Context: an optimization exercise on an open-source flow, tuned for small area and a short achievable clock period. The choices shown serve that exercise and are no tape-out recipe.
Power is estimated from default activity; no workload was simulated.

==> module battleVideoTop, before the edit <==
module battleVideoTop (
    input  logic                  clk,
    input  logic                  rstN,
    input  battlePkg::tileWrite_t tileWr,
    input  logic                  tileWrValid,
    output logic                  tileWrReady,
    input  battlePkg::ghostCfg_t  ghostCfg,
    output battlePkg::rgb_t       rgb,
    output logic                  hsync,
    output logic                  vsync
);
    logic [9:0] hCnt, vCnt;               
    logic [9:0] hNext, vNext;             
    always_comb begin
        if (!rstN) begin
            hNext = 10'd0;
            vNext = 10'd0;
        end else if (hCnt == 10'((640 + 16 + 96 + 48) - 1)) begin
            hNext = 10'd0;
            vNext = (vCnt == 10'((480 + 10 + 2 + 33) - 1)) ? 10'd0 : vCnt + 10'd1;
        end else begin
            hNext = hCnt + 10'd1;
            vNext = vCnt;
        end
    end
    logic hAct, vAct;                     
    logic lineEnd, hActNext, vActNext;
    assign hAct     = hCnt < 10'(640);
    assign vAct     = vCnt < 10'(480);
    assign lineEnd  = hCnt == 10'((640 + 16 + 96 + 48) - 1);
    assign hActNext = lineEnd || (hAct && (hCnt != 10'(640 - 1)));
    assign vActNext = lineEnd ? ((vCnt == 10'((480 + 10 + 2 + 33) - 1)) ||
                                 (vAct && (vCnt != 10'(480 - 1))))
                              : vAct;
    logic       boardNext;
    logic [3:0] rowNext;
    assign boardNext = !hCnt[9] && (hCnt[8] || (hCnt[7:0] == 8'hFF));
    assign rowNext   = vCnt[7:4] + 4'(lineEnd && (vCnt[3:0] == 4'hF));
    logic        readyQ;                  
    logic        activeQ;                 
    logic [31:0] grpSel;                  
    always_ff @(posedge clk) begin
        hCnt    <= hNext;
        vCnt    <= vNext;
        readyQ  <= rstN && !(hActNext && vActNext);
        activeQ <= !rstN || (hActNext && vActNext);
        grpSel  <= 32'd1 << {boardNext, rowNext};
    end
    assign tileWrReady = readyQ;
    logic active, onBoard0, inUs, atOrigin, hsync0, vsync0;
    assign active   = hAct && vAct;
    assign onBoard0 = (hCnt < 10'(256 + (16 << 4))) && (vCnt < 10'((16 << 4)));
    assign inUs     = (hCnt < 10'((16 << 4))) && (vCnt < 10'((16 << 4)));
    assign atOrigin = (hCnt == 10'd0) && (vCnt == 10'd0);
    assign hsync0   = !((hCnt >= 10'(640 + 16)) &&
                        (hCnt <  10'(640 + 16 + 96)));
    assign vsync0   = !((vCnt >= 10'(480 + 10)) &&
                        (vCnt <  10'(480 + 10 + 2)));
    logic [511:0][1:0] store;
    logic        pendValid;
    logic [8:0]  pendAddr;
    logic [1:0]  pendCode;
    logic [31:0] wrRow;                   
    logic [15:0] wrCol;                   
    always_ff @(posedge clk) begin
        pendValid <= tileWrValid && !activeQ;
        pendAddr  <= {tileWr.board, tileWr.row, tileWr.col};
        pendCode  <= tileWr.code;
    end
    assign wrRow = pendValid ? (32'd1 << pendAddr[8:4]) : 32'd0;
    assign wrCol = 16'd1 << pendAddr[3:0];
    for (genvar w = 0; w < 512; w++) begin : gWord
        always_ff @(posedge clk) begin
            if (wrRow[w / 16] && wrCol[w % 16]) begin
                store[w] <= pendCode;
            end
        end
    end
    logic       byHit;
    logic [1:0] byCode;
    assign byHit = pendValid && (pendAddr == {hCnt[8], vCnt[7:4], hCnt[7:4]});
    always_ff @(posedge clk) begin
        byCode <= byHit ? pendCode : 2'd0;
    end
    logic [15:0][1:0] pick;
    logic [15:0][1:0] lineA;
    logic [15:0] colSel;                  
    always_comb begin
        pick = '0;
        for (int g = 0; g < 32; g++) begin
            for (int c = 0; c < 16; c++) begin
                pick[c] = pick[c] | ({2{grpSel[g]}} & store[g * 16 + c]);
            end
        end
    end
    always_ff @(posedge clk) begin
        lineA <= pick;
        colSel <= byHit ? 16'd0 : (16'd1 << hCnt[7:4]);
    end
    logic       gEn;                      
    logic       gVert;                    
    logic [3:0] gCross;                   
    logic [3:0] gStart;                   
    logic [4:0] gEnd;                     
    logic       hitOrigin;
    logic [3:0] along, across;
    logic       ghostHit;
    always_ff @(posedge clk) begin
        if (!rstN) begin
            gEn    <= 1'b0;              
            gVert  <= 1'b0;
            gCross <= 4'd0;
            gStart <= 4'd0;
            gEnd   <= 5'd0;
        end else if (atOrigin) begin
            gEn    <= ghostCfg.enable;
            gVert  <= ghostCfg.vertical;
            gCross <= ghostCfg.vertical ? ghostCfg.col : ghostCfg.row;
            gStart <= ghostCfg.vertical ? ghostCfg.row : ghostCfg.col;
            gEnd   <= (ghostCfg.vertical ? {1'b0, ghostCfg.row} : {1'b0, ghostCfg.col})
                      + {2'b00, ghostCfg.len};
        end
    end
    assign hitOrigin = ghostCfg.enable && (ghostCfg.row == 4'd0) &&
                       (ghostCfg.col == 4'd0) && (ghostCfg.len != 3'd0);
    assign along  = gVert ? vCnt[7:4] : hCnt[7:4];
    assign across = gVert ? hCnt[7:4] : vCnt[7:4];
    always_ff @(posedge clk) begin
        if (!rstN) begin
            ghostHit <= 1'b0;
        end else if (atOrigin) begin
            ghostHit <= hitOrigin;
        end else begin
            ghostHit <= gEn && inUs && (across == gCross) &&
                        (along >= gStart) && ({1'b0, along} < gEnd);
        end
    end
    logic onBoard, actD, hsD, vsD;
    always_ff @(posedge clk) begin
        if (!rstN) begin
            onBoard <= 1'b0;
        end else begin
            onBoard <= onBoard0;
        end
    end
    always_ff @(posedge clk) begin
        actD <= active;
        hsD  <= hsync0;
        vsD  <= vsync0;
    end
    logic [1:0]      tileCode;           
    battlePkg::rgb_t tileColor;
    battlePkg::rgb_t pixColor;
    always_comb begin
        tileCode = byCode;
        for (int c = 0; c < 16; c++) begin
            tileCode = tileCode | ({2{colSel[c]}} & lineA[c]);
        end
    end
    always_comb begin
        case (tileCode)
            2'd1: tileColor = 12'h888;
            2'd2:  tileColor = 12'hF00;
            2'd3: tileColor = 12'hFFF;
            default:   tileColor = 12'h028;
        endcase
    end
    always_comb begin
        if (!actD) begin
            pixColor = 12'h000;
        end else if (ghostHit) begin
            pixColor = 12'h0F0;
        end else if (onBoard) begin
            pixColor = tileColor;
        end else begin
            pixColor = 12'h222;
        end
    end
    always_ff @(posedge clk) begin
        if (!rstN) begin
            rgb   <= 12'h000;
            hsync <= 1'b1;
            vsync <= 1'b1;
        end else begin
            rgb   <= pixColor;
            hsync <= hsD;
            vsync <= vsD;
        end
    end
endmodule
clock: 5.0 ns
lec_check: 0
cap_margin: 20
core_margin: 2
core_utilization: 65
cts_cluster_diameter: 70
cts_cluster_size: 22
place_density: 0.7
setup_slack_margin: 3.0
slew_margin: 20
standard.sh (not shown) runs the stock make flow with config.mk's settings and CLKGATE_MAP_FILE= SYNTH_SCRIPT=/design/flow/synth_recipe.tcl, a recipe that flattens the netlist after the stock synthesis.
==> flow/flow/run.sh <==
#!/bin/bash
# Layout flow: the standard flow, with the clock tree built without
# dummy balancing loads. Each tool's output goes to a log file here.
set -e
export CTS_ARGS="-sink_clustering_enable -repair_clock_nets -sink_clustering_size 22 -sink_clustering_max_diameter 70 -dont_use_dummy_load"
bash standard.sh > standard.log 2>&1
Next try:
--- a/flow/design.v
+++ b/flow/design.v
@@ -60,10 +60,10 @@
                                  (vAct && (vCnt != 10'(480 - 1))))
                               : vAct;
     logic       boardNext;
     logic [3:0] rowNext;
-    assign boardNext = !hCnt[9] && (hCnt[8] || (hCnt[7:0] == 8'hFF));
-    assign rowNext   = vCnt[7:4] + 4'(lineEnd && (vCnt[3:0] == 4'hF));
+    assign boardNext = rstN && !hCnt[9] && (hCnt[8] || (hCnt[7:0] == 8'hFF));
+    assign rowNext   = rstN ? vCnt[7:4] + 4'(lineEnd && (vCnt[3:0] == 4'hF)) : 4'd0;
     logic        readyQ;                  
     logic        activeQ;                 
     logic [31:0] grpSel;                  
     always_ff @(posedge clk) begin
What happened:
- non-clock buffer count shrinks by 13
- die area hardly moves
- worst hold slack gets better by 0.013 ns
- worst setup slack is better by 0.0075 ns
- sequential cell count stays the same
- via count goes down slightly
- maximum frequency increases slightly
- routed wire length went down slightly
- combinational power falls by roughly a tenth
- cell count hardly moves
No run of this note included a check of the RTL's function; only the layout flow was run.

re-timing with driven ports:
How much do the figures lean on ideal ports? The routed layouts below were timed once more, with nothing changed but the port constraints. Step 1 (the two cells are an assumption about what drives the block):
set clk [get_ports {clk}]
set_driving_cell -lib_cell sky130_fd_sc_hd__clkbuf_16 $clk
set_driving_cell -lib_cell sky130_fd_sc_hd__buf_2 [delete_from_list [all_inputs] $clk]
Step 2 adds t to the input delays and takes it off the output delays; t is the mean of the earliest and latest rising clock arrival at the registers after step 1. Input paths then give back, and output paths get back, about the clock's delay inside the block. a / b / c = no drivers / after step 1 / after step 2; a / b = the first two.
run	shift t [ns]	slack for setup (ns)	hold WS [ns]	latest minus earliest clock arrival (ns)
the first run	0.724	2.898 / 2.833 / 2.352	0.395 / 0.395 / 0.395	0.057 / 0.057
the second run	0.716	2.905 / 2.848 / 2.361	0.408 / 0.408 / 0.408	0.080 / 0.080
After both steps every run listed still meets setup and hold. For the first run, which loses most, drivers alone change the setup slack by -0.065 ns; drivers and shift together by -0.546 ns.
